Source: an optimization exercise on an open RTL-to-GDS flow (aim: small area and a short achievable clock period). Production flows keep margins and buffers that such runs may drop.
At most, simulation tests tie the RTL to the original design; equivalence was not proved.
No functional check of the RTL was part of run 4.
Power and IR drop assume default switching activity.

==> flow/run.sh <==
#!/bin/bash
# synth_recipe.tcl (not shown) runs the flow's synth.tcl, then flattens the netlist and writes it again
# the make line also repeats each setting of config.mk as NAME=value (left out here)
make -C /OpenROAD-flow-scripts/flow DESIGN_CONFIG=/design/flow/config.mk WORK_HOME=/design/flow/orfs CLKGATE_MAP_FILE= SYNTH_SCRIPT=/design/flow/synth_recipe.tcl finish
==> flow/config.mk <==
export PLATFORM = sky130hd
export DESIGN_NAME = wb_packer
export DESIGN_NICKNAME = wb_packer
export VERILOG_FILES = /design/flow/design.v
export SDC_FILE = /design/flow/constraint.sdc
export NUM_CORES = 4
export LEC_CHECK = 0
export CAP_MARGIN = 20
export CORE_MARGIN = 2
export CORE_UTILIZATION = 65
export CTS_CLUSTER_DIAMETER = 100
export CTS_CLUSTER_SIZE = 24
export PLACE_DENSITY = 0.74
export SETUP_SLACK_MARGIN = 2.6
export SLEW_MARGIN = 20
==> flow/constraint.sdc <==
create_clock -name core_clock -period 5.0 [get_ports {clk}]
set_input_delay 1.0000 -clock core_clock [delete_from_list [all_inputs] [get_ports {clk}]]
set_output_delay 1.0000 -clock core_clock [all_outputs]
set_load 0.01 [all_outputs]
==> flow/design.v <==
package wb_packer_pkg;
  localparam int BURST_LEN = 8;
  localparam int HW_W      = 16;
  localparam int DATA_W    = HW_W * BURST_LEN;
  localparam int IDX_W     = $clog2(BURST_LEN);
  localparam int SLOTS     = 16;    
endpackage
module wb_fifo #(
  parameter int SLOTS = 16,
  parameter int LANES = 8,
  parameter int HW_W  = 16
) (
  input  logic                    clk,
  input  logic [SLOTS*LANES-1:0]  we,      
  input  logic [LANES*HW_W-1:0]   din,     
  input  logic [SLOTS-1:0]        rsel,    
  output logic [LANES*HW_W-1:0]   dout
);
  logic [SLOTS-1:0][LANES-1:0][HW_W-1:0] mem;
  for (genvar j = 0; j < SLOTS; j++) begin : g_slot
    for (genvar l = 0; l < LANES; l++) begin : g_lane
      always_ff @(posedge clk) begin
        if (we[j*LANES+l]) mem[j][l] <= din[l*HW_W +: HW_W];
      end
    end
  end
  always_comb begin
    dout = '0;
    for (int j = 0; j < SLOTS; j++)
      dout = dout | ({(LANES*HW_W){rsel[j]}} & mem[j]);
  end
endmodule
module wb_packer #(
  parameter int DEPTH  = 16,
  parameter int ADDR_W = 16
) (
  input  logic              clk,
  input  logic              rst_n,
  input  logic              op_start,
  input  logic [ADDR_W-1:0] base_addr,
  input  logic              output_en,
  input  logic [wb_packer_pkg::HW_W-1:0] output_data,
  input  logic              gemm_finish,
  output logic              wr_valid,
  input  logic              wr_ready,
  output logic [wb_packer_pkg::DATA_W-1:0] wr_data,
  output logic [wb_packer_pkg::BURST_LEN-1:0] wr_strb,
  output logic [ADDR_W-1:0] wr_addr,
  output logic              wr_last,
  output logic              busy,
  output logic              overflow,
  output logic [15:0]       word_count
);
  localparam int NS    = wb_packer_pkg::SLOTS;
  localparam int LANES = wb_packer_pkg::BURST_LEN;
  localparam int HW_W  = wb_packer_pkg::HW_W;
  localparam int DW    = wb_packer_pkg::DATA_W;
  logic            gf_q, flush_pending;
  logic            fresh;       
  logic [LANES-1:0] lt;         
  logic [2:0]      pm;          
  logic [NS-1:0]   ws;          
  logic [NS-1:0]   rs;          
  logic [DEPTH:2]  qt;          
  logic [NS-1:0]   meta_last;   
  logic [NS-1:0][2:0] meta_m;   
  logic fin_rise, n8, nz, flush_go, push, acc, pop, load, avail, take, go;
  logic ring_has, full_q, up, down;
  logic [2:0] head_m;
  logic       head_last;
  logic [LANES-1:0] head_strb;
  assign ring_has = qt[2];
  assign full_q   = qt[DEPTH];
  assign fin_rise = gemm_finish & ~gf_q;
  assign n8       = ~lt[LANES-1];
  assign nz       = ~lt[0];
  assign go       = output_en & ~op_start;
  assign flush_go = flush_pending & ~output_en & ~op_start;
  assign push     = (go & n8) | (flush_go & nz);
  assign acc      = push & (~full_q | wr_ready);
  assign pop      = wr_valid & wr_ready;
  assign load     = ~wr_valid | wr_ready;
  assign avail    = ring_has | push;
  assign take     = load & avail;
  assign up       = acc & ~pop;
  assign down     = pop & ~acc;
  always_comb begin
    head_m    = pm;
    head_last = ~output_en;
    for (int j = 0; j < NS; j++) begin
      if (ring_has && rs[j]) begin
        head_m    = meta_m[j];
        head_last = meta_last[j];
      end
    end
    for (int l = 0; l < LANES; l++)
      head_strb[l] = avail & (3'(l) <= head_m);
  end
  logic [NS*LANES-1:0] we;
  logic [DW-1:0]       din, rd;
  logic [NS-1:0]       ws_next;    
  logic [LANES-1:0]    lane_in;    
  assign ws_next = {ws[NS-2:0], ws[NS-1]};
  logic roll_keep, roll_drop;
  assign roll_keep = go & n8 & (~full_q | wr_ready);
  assign roll_drop = go & n8 & full_q & ~wr_ready;
  always_comb begin
    for (int l = 0; l < LANES; l++) begin
      lane_in[l] = go & (n8 ? (l == 0) : (lt[l] & ((l == 0) | ~lt[(l+LANES-1)%LANES])));
      din[l*HW_W +: HW_W] = lane_in[l] ? output_data : '0;
    end
    for (int j = 0; j < NS; j++) begin
      we[j*LANES] = (ws[j] & lt[0]) | (roll_keep & ws_next[j]) | (roll_drop & ws[j]);
      for (int l = 1; l < LANES; l++)
        we[j*LANES+l] = ws[j] & lt[l];
    end
  end
  wb_fifo #(.SLOTS(NS), .LANES(LANES), .HW_W(HW_W)) u_fifo (
    .clk  (clk),
    .we   (we),
    .din  (din),
    .rsel (rs),
    .dout (rd)
  );
  always_ff @(posedge clk) begin
    for (int j = 0; j < NS; j++) begin
      if (ws[j]) begin
        meta_m[j]    <= pm;
        meta_last[j] <= ~output_en;
      end
    end
  end
  always_ff @(posedge clk or negedge rst_n) begin
    if (!rst_n) begin
      gf_q          <= 1'b0;
      fresh         <= 1'b0;
      flush_pending <= 1'b0;
      lt            <= '1;
      pm            <= 3'd7;
      ws            <= NS'(1);
      rs            <= NS'(1);
      qt            <= '0;
    end else begin
      gf_q  <= gemm_finish;
      fresh <= go & n8;
      if (op_start) begin
        lt            <= '1;
        pm            <= 3'd7;
        flush_pending <= 1'b0;
      end else if (output_en) begin
        lt <= n8 ? {{(LANES-1){1'b1}}, 1'b0} : {lt[LANES-2:0], 1'b0};
        pm <= pm + 3'd1;
        if (fin_rise) flush_pending <= 1'b1;
      end else begin
        if (flush_pending) begin
          lt <= '1;
          pm <= 3'd7;
        end
        flush_pending <= fin_rise;
      end
      if (acc)  ws <= ws_next;
      if (take) rs <= {rs[NS-2:0], rs[NS-1]};
      for (int k = 2; k <= DEPTH; k++) begin
        if (up)   qt[k] <= (k == 2) ? wr_valid : qt[k-1];
        if (down) qt[k] <= (k == DEPTH) ? 1'b0 : qt[k+1];
      end
    end
  end
  logic busy_d, nz_d, fp_d;
  assign nz_d   = ~op_start & (output_en | (nz & ~flush_pending));
  assign fp_d   = ~op_start & (output_en ? (flush_pending | fin_rise) : fin_rise);
  assign busy_d = nz_d | fp_d | (load ? avail : wr_valid);
  always_ff @(posedge clk or negedge rst_n) begin
    if (!rst_n) begin
      wr_valid <= 1'b0;
      wr_data  <= '0;
      wr_strb  <= '0;
      wr_last  <= 1'b0;
      busy     <= 1'b0;
    end else begin
      busy <= busy_d;
      if (load) begin
        wr_valid <= avail;
        wr_strb  <= head_strb;
        wr_last  <= avail & head_last;
        wr_data[HW_W-1:0]  <= avail ? rd[HW_W-1:0] : '0;
        wr_data[DW-1:HW_W] <= (avail & ~(fresh & ~ring_has)) ? rd[DW-1:HW_W] : '0;
      end
    end
  end
  always_ff @(posedge clk or negedge rst_n) begin
    if (!rst_n) begin
      wr_addr    <= '0;
      word_count <= '0;
      overflow   <= 1'b0;
    end else if (op_start) begin
      wr_addr    <= base_addr;
      word_count <= '0;
      overflow   <= 1'b0;
    end else begin
      if (pop) begin
        wr_addr <= wr_addr + 1'b1;
        if (word_count != 16'hFFFF) word_count <= word_count + 1'b1;
      end
      if (push && full_q && !wr_ready) overflow <= 1'b1;
    end
  end
endmodule
==> flow_metrics.tcl, run 1 <==
set metrics [dict create \
    switching_share_pct 29.9 \
    path_cells "buf_4 > nor3b_1 > o41ai_1 > o2111ai_1 > o221ai_1 > inv_1 > o311ai_1" \
    via_per_inst 7.42 \
    r2r-start "rs[6]" \
    total_power_w 0.0403 \
    critPathTopFamily "compound AO/OA/AOI/OAI gates" \
    grt_max_degree 99 \
    grt_pass1_wl_um 350000 \
    crit_buf_inv 2 \
    intPower_w 0.0282 \
    yosys_most_used_dff "edfxtp_1" \
    hold_viol 0 \
    grt_pass1_vias 48200 \
    synthArstFlopShare_pct 9.94 \
    htreeDepth 3 \
    wirelength_um 253000 \
    synthCells 4690 \
    worstMarginPinSlew_ns 1.33 \
    design.die.area_sq_um 135000 \
    avgSynthCellArea_sq_um 18.3 \
    skew_ns 0.0449 \
    cts_sinks 2345 \
    final_common_cell "edfxtp_1" \
    drv_slew 0 \
    detail_route.first_pass.iterations 8 \
    cts_tree "done" \
    r2r_slack_ns 2.31 \
    cp-start-kind "flip-flop" \
    cp_slowest_cell "dfrtp_4" \
    r2r.worst_path.cells 7 \
    antenna_left 0 \
    p_comb_share_pct 20.5 \
    clkTransAtPathRegs_ns 0.10 \
    synth_seq_cells 2345 \
    syn_area_sq_um 85900 \
    gp_congestion 0.814 \
    synthDistinctLibCells 62 \
    layout-drive-gt1-share_pct 17.2 \
    outcome "finished clean" \
    hp-class "primary input to asynchronous set/reset pin" \
    coreArea_sq_um 131000 \
    slew_headroom_pct 11.5 \
    syn-num-nets 4732 \
    antenna_found_initial 16 \
    place_ws_ns 0.837 \
    io_pins 210 \
    final.setup.worst_slack_ns 2.31 \
    drc 0 \
    hold_buffers 0 \
    crit_arrival_ns 3.35 \
    port_buffers 209 \
    critPathMaxStageDelay_ns 0.56 \
    clk_latency_ns 0.79 \
    cap_violations 0 \
    worstSetupEndpointType "flip-flop" \
    post_drt_wl_per_cell_um 36.8 \
    fin_crit_sh_pct 53.8 \
    root_buffer "clkbuf_16" \
    tns_ns 0 \
    cts_buffers 107 \
    clock_path_buffers 3 \
    row_count 133 \
    vias 51100 \
    start_util_pct 65.5 \
    powerDensity_nw_per_um2 423 \
    yosys_warnings 2 \
    critical_path_required_ns 5.66 \
    critPathKind "flip-flop to flip-flop" \
    rsz0062_at_grt "true" \
    dpl.hpwl_um 121000 \
    grt_usage_pct 36.6 \
    cp_max_fo 8 \
    final_cell_mix "2,112 x edfxtp_1, 643 x a22o_1, 514 x a221oi_1" \
    ir_worst_vdd_v 0.000442 \
    gr-total-overflow 0 \
    fmax_mhz 372 \
    pwr-share-seq_pct 54.7 \
    drt-initial-drc-count 8445 \
    p_leak_nw 34.9 \
    area_growth_pct 10.7 \
    synth_edf_count 2112 \
    ys_seq_area_share_pct 80.6 \
    switchingPower_w 0.0120 \
    fin_nets 5033 \
    final.min_clock_period_ns 2.69 \
    die_h_um 368 \
    r2r-end "wr_strb[3]" \
    die_w_um 368 \
    clkPwrFrac_pct 24.8 \
    setup_viol 0 \
]
stage by stage:
stage	hold WS, ns	util (%)	instance area [sq um]	cells
after floorplan	0.467	-	86100	4690
after global placement	0.487	68.7	90200	6457
after detailed placement	0.490	68.8	90400	6464
after CTS	0.0768	72.0	94500	6803
after global routing	0.0841	72.4	95000	6849
final	0.0907	72.4	95100	6882
worst max path at each step:
stage / cells after the start / endpoint / slack [ns] / startpoint
6_report: 7 / wr_strb[3] / 2.31 / rs[6]
3_3_place_gp: 7 / u_fifo.mem[32] / 0.96 / output_en
4_1_cts: 1 / wr_data[63] / 2.56 / wr_data[63]
5_1_grt: 7 / wr_strb[3] / 2.35 / rs[6]
2_1_floorplan: 11 / qt[7] / 2.21 / output_en
3_5_place_dp: 7 / u_fifo.mem[1444] / 0.84 / output_en
flip-flops by register name, summed over array words and instances, names as in the netlist, 15 cells and up:
signal      cells
wr_addr        16
meta_m         48
word_count     16
meta_last      16
ws             16
u_fifo.mem   2048
rs             16
qt             15
wr_data       128
power groups by stage:
stage,Clock (W),Sequential (W),Combinational [W]
CTS,0.00997,0.0221,0.00749
global route,0.0106,0.0220,0.00841
floorplan,0,0.0220,0.00397
detailed placement,0,0.0229,0.00643
global placement,0,0.0229,0.00636
finish,0.00998,0.0220,0.00825
cells by family (layout without fill, tap and decap cells):
group,count (synthesis),count (layout),synth area share (%)
AND/OR/NAND/NOR,630,630,4.15
flip-flops,2345,2345,80.6
adder cells (fa/ha/maj),4,4,0.0582
XOR/XNOR,27,27,0.275
other,0,41,0
AO/OA/AOI/OAI,1300,1300,12.9
multiplexers,33,33,0.409
buffers and inverters,351,747,1.64
metal layers:
layer  part of all wire, %  track usage, %  vias to the layer above
met2                    47            57.3                     4411
met1                    34            50.4                    25900
li1                      -               -                    20200
met3                    15            8.69                      627
met4                   4.1            14.8                        4
met5                 0.011               0                        -
what timing repair did:
item                                     CTS  global route
gates resized for setup                  795            74
endpoints found under the setup margin  2549          1452
cloned                                     3             5
endpoints found under the hold margin      0             0
pin swaps                                  4             3
buffers inserted                         132            30
worst reg2reg max path: stages, from the launching register on:
cell	delay, ns
dfrtp_4	0.56
buf_4	0.20
nor3b_1	0.14
o41ai_1	0.46
o2111ai_1	0.22
o221ai_1	0.47
inv_1	0.17
o311ai_1	0.35
cell usage after synthesis (all sizes together), types with 19 or more instances:
cell type  count  area (sq um)
nor2          38           143
nor2b         19           119
clkbuf       271          1020
nand4        133           832
a22o         659          5770
nand2        122           460
o21ai         61           309
and2         241          1510
a221oi       514          4500
a21oi         19           103
edfxtp      2112         63400
buf           63           324
dfrtp        220          5510
layout make-up:
cell class,instances,area (sq um)
Antenna cell,41,103
Clock buffer,198,3060
Clock inverter,6,67.6
Fill cell,7733,36200
Inverter,17,73.8
Multi-Input combinational cell,1994,15700
Sequential cell,2345,69400
Tap cell,1755,2200
Timing Repair Buffer,525,4520
Timing Repair inverter,1,5.00
==> run 2: changes to the inputs <==
--- a/flow/config.mk
+++ b/flow/config.mk
@@ -10,6 +10,6 @@
 export CORE_UTILIZATION = 65
 export CTS_CLUSTER_DIAMETER = 100
 export CTS_CLUSTER_SIZE = 24
-export PLACE_DENSITY = 0.74
 export SETUP_SLACK_MARGIN = 2.6
 export SLEW_MARGIN = 20
+export TNS_END_PERCENT = 100
==> flow_metrics.tcl, run 2 <==
set metrics [dict create \
    outcome "finished clean" \
    critPathTopFamily "flip-flops" \
    switching_share_pct 29.8 \
    intPower_w 0.0279 \
    avgSynthCellArea_sq_um 18.3 \
    layout-drive-gt1-share_pct 16.1 \
    detail_route.first_pass.iterations 8 \
    final_cell_mix "2,112 x edfxtp_1, 643 x a22o_1, 514 x a221oi_1" \
    powerDensity_nw_per_um2 420 \
    yosys.cell_count.top_type "edfxtp_1" \
    largest_reg_flops 2048 \
    critPathMaxStageDelay_ns 0.49 \
    fin_nets 4992 \
    drv_slew 0 \
    cp-start-kind "flip-flop" \
    io_pins 210 \
    grt_pass1_vias 47600 \
    cp_max_fo 2 \
    path_cells "buf_6" \
    antenna_found_initial 15 \
    cts_sinks 2345 \
    syn-num-nets 4732 \
    antenna_left 0 \
    synthArstFlopShare_pct 9.94 \
    hold_viol 0 \
    synth_top_cell_by_area "edfxtp_1" \
    skew_ns 0.0426 \
    cap_violations 0 \
    die_h_um 368 \
    top_register "u_fifo.mem" \
    crit_buf_inv 1 \
    post_drt_wl_per_cell_um 37.2 \
    p_leak_nw 34.5 \
    drc 0 \
    hold_slack_ns 0.247 \
    wirelength_um 255000 \
    hold_buffers 0 \
    gp_congestion 0.789 \
    coreArea_sq_um 131000 \
    root_buffer "clkbuf_16" \
    port_buffers 209 \
    crit_arrival_ns 1.42 \
    worstMarginPinSlew_ns 1.23 \
    grt_pass1_wl_um 352000 \
    htreeDepth 3 \
    cts_tree "done" \
    synthTopCellsByArea "edfxtp_1 74%, a22o_1 6.7%, dfrtp_1 6.4%" \
    clock_path_buffers 3 \
    ir_worst_vdd_v 0.000475 \
    fin_util_pct 72.0 \
    cp_slowest_cell "dfrtp_2" \
    synth_edf_count 2112 \
    critical_path_required_ns 4.00 \
    tns_ns 0 \
    die_w_um 368 \
    dpl.hpwl_um 123000 \
    critPathKind "flip-flop to primary output" \
    via_per_inst 7.33 \
    setup_viol 0 \
    start_util_pct 65.5 \
    hp-class "primary input to asynchronous set/reset pin" \
    row_count 133 \
    gr-total-overflow 0 \
    grt_usage_pct 37.1 \
    area_growth_pct 10.1 \
    synth_seq_cells 2345 \
    reg_top3 "u_fifo.mem (2048), wr_data (128), meta_m (48)" \
    cts_buffers 107 \
    yosys_warnings 2 \
    rsz0062_at_grt "true" \
    fmax_mhz 413 \
    clkTransAtPathRegs_ns 0.10 \
    yosys_most_used_dff "edfxtp_1" \
    drt-initial-drc-count 7911 \
    fill_cells 8065 \
    switchingPower_w 0.0118 \
    pwr-share-seq_pct 55.5 \
    syn_area_sq_um 85900 \
    yosysTopAreaCellShare_pct 73.8 \
    grt_max_degree 92 \
    clk_latency_ns 0.78 \
    slew_headroom_pct 17.7 \
    netlist_top_cells_count "2,112 x edfxtp_1, 659 x a22o_1, 514 x a221oi_1, 271 x clkbuf_1, 241 x and2_1" \
    final_common_cell "edfxtp_1" \
    p_comb_share_pct 19.4 \
    synthDistinctLibCells 62 \
    worstSetupEndpointType "primary output" \
    design.die.area_sq_um 135000 \
    clkPwrFrac_pct 25.1 \
    final.min_clock_period_ns 2.42 \
    synthCells 4690 \
    vias 50100 \
    fin_crit_sh_pct 48.4 \
    ys_seq_area_share_pct 80.6 \
]
[run 2: cell counts after synthesis]
No cell type changed its count.
[run 2: power by group through the flow]
stage	registers [W]	clock network (W)	logic, W
finish	0.0221	0.00997	0.00771
global route	0.0221	0.0107	0.00791
CTS	0.0221	0.0100	0.00735
detailed placement	0.0228	0	0.00657
global placement	0.0228	0	0.00651
floorplan	0.0220	0	0.00397
[run 2: routing by layer]
metal | vias up | global-route usage, % | share of wire [%]
met5 | - | 0 | 0.016
met4 | 6 | 13.7 | 3.8
met3 | 511 | 7.21 | 13
met2 | 3665 | 57.8 | 47
met1 | 25800 | 53.0 | 36
li1 | 20100 | - | -
[run 2: cell families after synthesis]
kind of cell,after synthesis,share of synthesized area (%)
flip-flops,2345,80.6
AO/OA/AOI/OAI,1300,12.9
AND/OR/NAND/NOR,630,4.15
buffers and inverters,351,1.64
multiplexers,33,0.409
XOR/XNOR,27,0.275
adder cells (fa/ha/maj),4,0.0582
[run 2: final cells by class]
class / instances / area (sq um) / share of cell area, %
Sequential cell: 2345 / 69400 / 73.3
Timing Repair Buffer: 483 / 4040 / 4.27
Tap cell: 1755 / 2200 / 2.32
Clock inverter: 3 / 26.3 / 0.0278
Inverter: 17 / 78.8 / 0.0833
Clock buffer: 197 / 3060 / 3.23
Antenna cell: 42 / 105 / 0.111
Multi-Input combinational cell: 1995 / 15700 / 16.6
Timing Repair inverter: 1 / 5.00 / 0.00529
[run 2: per-stage QoR]
step           worst slack (ns)  instance area (sq um)  power [W]  std cells
2_1_floorplan              2.21                  86100     0.0260       4690
6_report                   2.58                  94600     0.0398       6838
4_1_cts                    2.55                  94200     0.0395       6783
5_1_grt                    2.53                  94500     0.0407       6812
3_5_place_dp              0.747                  90300     0.0294       6471
3_3_place_gp              0.904                  90300     0.0293       6467
[run 2: what timing repair did]
item,in CTS,in global routing
hold endpoints to repair,0,0
setup endpoints to repair,2512,1368
pin swaps,4,3
gates cloned,5,1
resized for setup,787,42
buffers inserted,107,10
[run 2: path summary, 6_finish.rpt]
path,start,to,slack (ns),depth (start not counted)
worst max-delay path,wr_data[54],wr_data[54],2.58,1
worst min-delay path,rst_n,wr_data[9],0.25,1
worst max register to register,rs[9],wr_data[18],2.59,5
worst min register to register,wr_strb[7],wr_strb[7],0.49,2
max in group asynchronous,rst_n,wr_addr[12],3.61,2
min in group core_clock,wr_strb[7],wr_strb[7],0.49,2
==> run 3: changes to the inputs <==
--- a/flow/config.mk
+++ b/flow/config.mk
@@ -10,6 +10,5 @@
 export CORE_UTILIZATION = 65
 export CTS_CLUSTER_DIAMETER = 100
 export CTS_CLUSTER_SIZE = 24
-export SETUP_SLACK_MARGIN = 2.6
+export SETUP_SLACK_MARGIN = 2.66
 export SLEW_MARGIN = 20
-export TNS_END_PERCENT = 100
==> flow_metrics.tcl, run 3 <==
set metrics [dict create \
    via_per_inst 7.38 \
    ys_seq_area_share_pct 80.6 \
    worstMarginPinSlew_ns 1.27 \
    ir_worst_vdd_v 0.000460 \
    cp_max_fo 16 \
    clkPwrFrac_pct 24.5 \
    path_cells "and2_1" \
    critPathKind "flip-flop to flip-flop" \
    avgSynthCellArea_sq_um 18.3 \
    switchingPower_w 0.0122 \
    start_util_pct 65.5 \
    largest_reg_flops 2048 \
    fin_nets 5069 \
    multi_input_area_sq_um 15900 \
    top_register "u_fifo.mem" \
    pwr-share-seq_pct 54.0 \
    yosys_warnings 2 \
    regArea_sq_um 69400 \
    tns_ns 0 \
    fill_cells 8022 \
    hold_viol 0 \
    wirelength_um 261000 \
    yosys.cell_count.top_type "edfxtp_1" \
    vias 50900 \
    skew_ns 0.0333 \
    grt_pass1_vias 48100 \
    detail_route.first_pass.iterations 5 \
    cts_tree "done" \
    synthDistinctLibCells 62 \
    io_pins 210 \
    hold_buffers 0 \
    critPathMaxStageDelay_ns 1.00 \
    gp_congestion 0.801 \
    drc 0 \
    clock_path_buffers 3 \
    powerDensity_nw_per_um2 424 \
    post_drt_wl_per_cell_um 37.9 \
    critical_path_required_ns 5.37 \
    fin_crit_sh_pct 48.0 \
    final.min_clock_period_ns 2.40 \
    coreArea_sq_um 131000 \
    root_buffer "clkbuf_16" \
    fin_util_pct 72.8 \
    netlist_top_cells_count "2,112 x edfxtp_1, 659 x a22o_1, 514 x a221oi_1, 271 x clkbuf_1, 241 x and2_1" \
    clk_latency_ns 0.77 \
    worstSetupEndpointType "flip-flop" \
    grt_pass1_wl_um 360000 \
    cap_violations 0 \
    outcome "finished clean" \
    syn-num-nets 4732 \
    die_w_um 368 \
    synthArstFlopShare_pct 9.94 \
    p_comb_share_pct 21.5 \
    fmax_mhz 417 \
    crit_arrival_ns 2.77 \
    grt_usage_pct 38.0 \
    synth_seq_cells 2345 \
    yosysTopAreaCellShare_pct 73.8 \
    yosys_most_used_dff "edfxtp_1" \
    critPathTopFamily "simple AND/OR/NAND/NOR gates" \
    htreeDepth 3 \
    gr-total-overflow 0 \
    row_count 133 \
    synthTopCellsByArea "edfxtp_1 74%, a22o_1 6.7%, dfrtp_1 6.4%" \
    intPower_w 0.0284 \
    layout-drive-gt1-share_pct 17.5 \
    rsz0062_at_grt "true" \
    dpl.hpwl_um 125000 \
    switching_share_pct 30.1 \
    reg_top3 "u_fifo.mem (2048), wr_data (128), meta_m (48)" \
    die_h_um 368 \
    synth_top_cell_by_area "edfxtp_1" \
    final_cell_mix "2,112 x edfxtp_1, 643 x a22o_1, 512 x a221oi_1" \
    area_growth_pct 11.3 \
    synthCells 4690 \
    slew_headroom_pct 15.5 \
    cp-start-kind "flip-flop" \
    hp-class "primary input to asynchronous set/reset pin" \
    p_leak_nw 35.2 \
    clkTransAtPathRegs_ns 0.10 \
    crit_buf_inv 0 \
    drt-initial-drc-count 7873 \
    port_buffers 209 \
    grt_max_degree 137 \
    antenna_found_initial 18 \
    setup_viol 0 \
    final_common_cell "edfxtp_1" \
    cts_sinks 2345 \
    synth_edf_count 2112 \
    cts_buffers 107 \
    design.die.area_sq_um 135000 \
    syn_area_sq_um 85900 \
    cp_slowest_cell "and2_1" \
    drv_slew 0 \
    antenna_left 0 \
]
run 3: repair_timing:
action	in CTS	in global routing
resized for setup	887	34
gates cloned	12	2
pin swaps	8	4
buffers inserted	129	46
endpoints found under the setup margin	2763	497
run 3: final cells by class:
cell class / count / area share, %
sequential: 2345 / 72.5
multi-input combinational: 1995 / 16.6
timing repair buffer: 560 / 5.22
clock buffer: 195 / 3.19
tap: 1755 / 2.30
inverter: 17 / 0.0759
antenna: 24 / 0.0628
clock inverter: 3 / 0.0275
timing repair inverter: 1 / 0.00523
run 3: metal layers:
| metal | vias up | routed length [um] | global-route usage [%] |
|---|---|---|---|
| met5 | - | 85 | 0 |
| met4 | 10 | 11500 | 14.8 |
| met3 | 584 | 35000 | 9.04 |
| met2 | 3832 | 121000 | 58.6 |
| met1 | 26200 | 94200 | 53.4 |
| li1 | 20200 | - | - |
run 3: kinds of logic (layout without fill, tap and decap cells):
group           after synthesis  count (layout)  synth area share (%)
compound gates             1300            1300                  12.9
other cells                   0              24                     0
fa+ha+maj                     4               4                0.0582
simple gates                630             631                  4.15
mux                          33              33                 0.409
buf+inv                     351             776                  1.64
flops                      2345            2345                  80.6
xor+xnor                     27              27                 0.275
run 3: power groups by stage:
stage | logic, W | registers (W) | clock network, W
after floorplan | 0.00397 | 0.0220 | 0
after global placement | 0.00647 | 0.0229 | 0
after detailed placement | 0.00652 | 0.0229 | 0
after CTS | 0.00812 | 0.0220 | 0.00998
after global routing | 0.00888 | 0.0219 | 0.0107
final | 0.00873 | 0.0219 | 0.00994
run 3: worst paths after layout:
path                                  end  cells after the start  slack (ns)         start
hold / removal                wr_data[10]                      1        0.18         rst_n
max in group asynchronous     wr_data[51]                      2        3.73         rst_n
setup reg to reg           u_fifo.mem[88]                      1        2.60         ws[0]
hold reg to reg              wr_data[112]                      1        0.50  wr_data[112]
min in group core_clock      wr_data[112]                      1        0.50  wr_data[112]
setup / recovery           u_fifo.mem[88]                      1        2.60         ws[0]
run 3: metrics by stage:
step / area [sq um] / hold slack, ns / worst slack [ns] / power, W / instances
2_1_floorplan: 86200 / 0.467 / 2.21 / 0.0260 / 4690
3_3_place_gp: 90500 / 0.465 / 0.628 / 0.0293 / 6481
3_5_place_dp: 90600 / 0.468 / 0.624 / 0.0294 / 6484
4_1_cts: 95000 / 0.229 / 2.55 / 0.0401 / 6823
5_1_grt: 95600 / 0.225 / 2.59 / 0.0415 / 6879
6_report: 95600 / 0.179 / 2.60 / 0.0406 / 6895
==> run 4: changes to the inputs <==
--- a/flow/design.v
+++ b/flow/design.v
@@ -13,6 +13,7 @@
   input  logic                    clk,
   input  logic [SLOTS*LANES-1:0]  we,      
   input  logic [LANES*HW_W-1:0]   din,     
+  input  logic [SLOTS-1:0]        rsel0,   
   input  logic [SLOTS-1:0]        rsel,    
   output logic [LANES*HW_W-1:0]   dout
 );
@@ -27,7 +28,7 @@
   always_comb begin
     dout = '0;
     for (int j = 0; j < SLOTS; j++)
-      dout = dout | ({(LANES*HW_W){rsel[j]}} & mem[j]);
+      dout = dout | ({{((LANES-1)*HW_W){rsel[j]}}, {HW_W{rsel0[j]}}} & mem[j]);
   end
 endmodule
 module wb_packer #(
@@ -100,17 +101,18 @@
   logic [DW-1:0]       din, rd;
   logic [NS-1:0]       ws_next;    
   logic [LANES-1:0]    lane_in;    
+  logic [NS-1:0]       rs_lo, rs_hi;
+  assign rs_lo = rs & {NS{take}};
+  assign rs_hi = rs & {NS{take & ~(fresh & ~ring_has)}};
   assign ws_next = {ws[NS-2:0], ws[NS-1]};
-  logic roll_keep, roll_drop;
-  assign roll_keep = go & n8 & (~full_q | wr_ready);
-  assign roll_drop = go & n8 & full_q & ~wr_ready;
   always_comb begin
     for (int l = 0; l < LANES; l++) begin
       lane_in[l] = go & (n8 ? (l == 0) : (lt[l] & ((l == 0) | ~lt[(l+LANES-1)%LANES])));
       din[l*HW_W +: HW_W] = lane_in[l] ? output_data : '0;
     end
     for (int j = 0; j < NS; j++) begin
-      we[j*LANES] = (ws[j] & lt[0]) | (roll_keep & ws_next[j]) | (roll_drop & ws[j]);
+      we[j*LANES] = (ws[j] & lt[0]) |
+                    (go & n8 & (acc ? ws_next[j] : ws[j]));
       for (int l = 1; l < LANES; l++)
         we[j*LANES+l] = ws[j] & lt[l];
     end
@@ -119,7 +121,8 @@
     .clk  (clk),
     .we   (we),
     .din  (din),
-    .rsel (rs),
+    .rsel0(rs_lo),
+    .rsel (rs_hi),
     .dout (rd)
   );
   always_ff @(posedge clk) begin
@@ -178,13 +181,12 @@
       wr_last  <= 1'b0;
       busy     <= 1'b0;
     end else begin
-      busy <= busy_d;
+      busy    <= busy_d;
+      wr_data <= rd | ({DW{~load}} & wr_data);
       if (load) begin
         wr_valid <= avail;
         wr_strb  <= head_strb;
         wr_last  <= avail & head_last;
-        wr_data[HW_W-1:0]  <= avail ? rd[HW_W-1:0] : '0;
-        wr_data[DW-1:HW_W] <= (avail & ~(fresh & ~ring_has)) ? rd[DW-1:HW_W] : '0;
       end
     end
   end
--- a/flow/config.mk
+++ b/flow/config.mk
@@ -7,8 +7,8 @@
 export LEC_CHECK = 0
 export CAP_MARGIN = 20
 export CORE_MARGIN = 2
-export CORE_UTILIZATION = 65
+export CORE_UTILIZATION = 60
 export CTS_CLUSTER_DIAMETER = 100
 export CTS_CLUSTER_SIZE = 24
-export SETUP_SLACK_MARGIN = 2.66
+export SETUP_SLACK_MARGIN = 2.65
 export SLEW_MARGIN = 20
==> flow_metrics.tcl, run 4 <==
set metrics [dict create \
    outcome "finished clean" \
    design.die.area_sq_um 146000 \
    clk_latency_ns 0.79 \
    gp_congestion 0.815 \
    die_w_um 382 \
    hold_slack_ns 0.170 \
    finalNonFillerCells 7417 \
    final.setup.worst_slack_ns 2.22 \
    yosys_warnings 2 \
    synth-xor-area-share_pct 0.276 \
    final.min_clock_period_ns 2.78 \
    pwr-share-seq_pct 50.3 \
    row_count 138 \
    htreeDepth 3 \
    gr-total-overflow 0 \
    slew_headroom_pct 10.2 \
    grt_pass1_vias 51200 \
    yosys.cell_count.top_type "edfxtp_1" \
    intPower_w 0.0295 \
    final_common_cell "edfxtp_1" \
    powerDensity_nw_per_um2 435 \
    synth_adder_area_share_pct 0.0584 \
    layout-drive-gt1-share_pct 23.2 \
    p_leak_nw 36.4 \
    port_buffers 209 \
    coreArea_sq_um 142000 \
    synth_edf_count 2112 \
    io_pins 210 \
    clock_path_buffers 3 \
    worstSetupEndpointType "flip-flop" \
    synthArstFlopShare_pct 9.94 \
    fmax_mhz 359 \
    post_drt_wl_per_cell_um 43.5 \
    synth_top_cell_by_area "edfxtp_1" \
    cts_sinks 2345 \
    crit_arrival_ns 3.29 \
    hold_viol 0 \
    switching_share_pct 32.7 \
    path_cells "or3b_4 > buf_4 > buf_6 > a21oi_4 > nor2b_4 > buf_12 > mux2_4 > a22o_4" \
    synth_compound_area_share_pct 11.7 \
    top_register "u_fifo.mem" \
    tns_ns 0 \
    synthDistinctLibCells 69 \
    rsz0062_at_grt "true" \
    drc 0 \
    cp_max_fo 8 \
    ir_worst_vdd_v 0.000374 \
    vias 55600 \
    antenna_found_initial 36 \
    p_comb_share_pct 26.5 \
    start_util_pct 60.5 \
    synth-simple-area-share_pct 5.11 \
    worstMarginPinSlew_ns 1.35 \
    ys_seq_area_share_pct 80.9 \
    synth_top_family_by_area "compound AO/OA/AOI/OAI gates" \
    switchingPower_w 0.0144 \
    cp_slowest_cell "dfstp_4" \
    critical_path_required_ns 5.50 \
    total_power_w 0.0439 \
    die_h_um 382 \
    synthTopCellsByArea "edfxtp_1 74%, dfrtp_1 6.4%, a22oi_1 5.2%" \
    grt_max_degree 74 \
    skew_ns 0.0332 \
    yosys_most_used_dff "edfxtp_1" \
    r2r-start "lt[0]" \
    root_buffer "clkbuf_16" \
    detail_route.first_pass.iterations 10 \
    via_per_inst 7.50 \
    cp-start-kind "flip-flop" \
    fin_crit_sh_pct 55.7 \
    setup.worst_path.start "lt[0]" \
    cap_violations 0 \
    drt-initial-drc-count 10700 \
    syn_area_sq_um 85700 \
    hold_buffers 0 \
    antenna_left 0 \
    largest_reg_flops 2048 \
    critPathKind "flip-flop to flip-flop" \
    clkPwrFrac_pct 23.2 \
    place_ws_ns 0.857 \
    final_cell_mix "2,112 x edfxtp_1, 504 x a22oi_1, 323 x buf_4" \
    yosysTopAreaCellShare_pct 74.0 \
    grt_usage_pct 43.5 \
    drv_slew 0 \
    reg_top3 "u_fifo.mem (2048), wr_data (128), meta_m (48)" \
    setup_viol 0 \
    cts_tree "done" \
    wirelength_um 323000 \
    fin_nets 5438 \
    dpl.hpwl_um 145000 \
    syn-num-nets 4863 \
    synth_mux_area_share_pct 0.397 \
    critPathMaxStageDelay_ns 0.48 \
    hp-class "primary input to asynchronous set/reset pin" \
    dp.cells 6794 \
    avgSynthCellArea_sq_um 17.8 \
    clkTransAtPathRegs_ns 0.10 \
    grt_pass1_wl_um 430000 \
    synth_seq_cells 2345 \
    synthCells 4821 \
    netlist_top_cells_count "2,112 x edfxtp_1, 590 x a22oi_1, 241 x and2_1, 220 x dfrtp_1, 183 x clkbuf_1" \
    area_growth_pct 17.8 \
    cts_buffers 107 \
]
run 4: cell types whose count changed after synthesis, sizes merged, moves of 24 or more:
| cell | previous run | this run |
|---|---|---|
| and3 | 4 | 70 |
| buf | 63 | 133 |
| nand3 | 13 | 138 |
| a31oi | 2 | 39 |
| a222oi | 0 | 180 |
| a22o | 659 | 119 |
| a22oi | 5 | 590 |
| a21oi | 19 | 43 |
| nand2 | 122 | 160 |
| nand4 | 133 | 73 |
| a221oi | 514 | 136 |
| clkbuf | 271 | 183 |
run 4: routing by layer:
layer	part of all wire, %	vias up	GRT usage (%)
li1	-	21200	-
met1	34	28300	58.5
met2	44	5046	63.7
met3	16	1058	13.6
met4	7.0	36	24.5
met5	0.095	-	0
run 4: kinds of logic after synthesis:
group                    Yosys count
XOR/XNOR                          27
flip-flops                      2345
buffers and inverters            339
AO/OA/AOI/OAI                   1268
AND/OR/NAND/NOR                  806
adder cells (fa/ha/maj)            4
multiplexers                      32
run 4: layout make-up:
type | count | area [sq um]
sequential | 2345 | 69400
fill | 8924 | 40700
multi-input combinational | 2153 | 16700
timing repair buffer | 766 | 9140
clock buffer | 197 | 3060
tap | 1890 | 2360
inverter | 23 | 100
antenna | 37 | 92.6
clock inverter | 6 | 67.6
run 4: worst paths after layout:
path	endpoint	slack, ns	cells after the start
hold / removal	wr_addr[8]	0.17	1
setup reg to reg	u_fifo.mem[1155]	2.22	8
min in group core_clock	wr_data[46]	0.47	2
hold reg to reg	wr_data[46]	0.47	2
max in group asynchronous	rs[9]	3.72	2
setup / recovery	u_fifo.mem[1155]	2.22	8
run 4: repair_timing:
item	4_1_cts	5_1_grt
gates resized for setup	1124	130
pin swaps	102	66
buffers inserted	247	37
setup endpoints to repair	2748	1580
gates cloned	90	8
run 4: critical path: cells and delay by family, from the launching register on:
family,cells,cell delay [ns]
and+or+nand+nor,2,0.71
AOI/OAI and AO/OA,2,0.50
DFF,1,0.48
buffers and inverters,3,0.44
muxes,1,0.36
run 4: power by group through the flow:
stage	sequential [W]	clock [W]	combinational, W
floorplan	0.0222	0	0.00405
global placement	0.0233	0	0.00734
detailed placement	0.0233	0	0.00740
CTS	0.0220	0.0101	0.0107
global route	0.0221	0.0107	0.0116
finish	0.0221	0.0102	0.0116
run 4: stage by stage:
stage	area, sq um	util [%]
after detailed placement	91000	64.3
after floorplan	86100	-
final	101000	71.3
after global placement	91000	64.2
after CTS	99700	70.4
after global routing	101000	71.2

-- what the ideal ports hide --
The flow's constraints put no driver on any port. The routed layouts listed below were extracted and timed again, unchanged, in two steps.
Step 1 sets driving cells, clkbuf_16 on the clock port and buf_2 on the other inputs (assumed; they add their load-dependent delay and slew).
Step 2 moves the port delays by t, midway between the first and last clock arrival at a register: inputs arrive t later, outputs are due t later. That takes back most of the time a late clock gives input paths.
Three values: no drivers, after step 1, after step 2; two values: the first two.
| run | t, ns | slack for setup (ns) | worst hold slack (ns) | slew at the worst register clock pin (ns) |
|---|---|---|---|---|
| run 1 | 0.845 | 2.309 / 2.309 / 1.738 | 0.091 / 0.063 / 0.503 | 0.10 / 0.10 |
| run 2 | 0.835 | 2.581 / 2.501 / 1.819 | 0.247 / 0.218 / 0.490 | 0.10 / 0.10 |
| run 3 | 0.836 | 2.600 / 2.520 / 1.861 | 0.179 / 0.148 / 0.505 | 0.10 / 0.10 |
| run 4 | 0.860 | 2.216 / 2.216 / 1.494 | 0.170 / 0.134 / 0.467 | 0.11 / 0.11 |
After both steps every run listed still meets setup and hold. The setup slack of run 2, which loses most, moves by -0.080 ns with the drivers and by -0.762 ns with both steps.
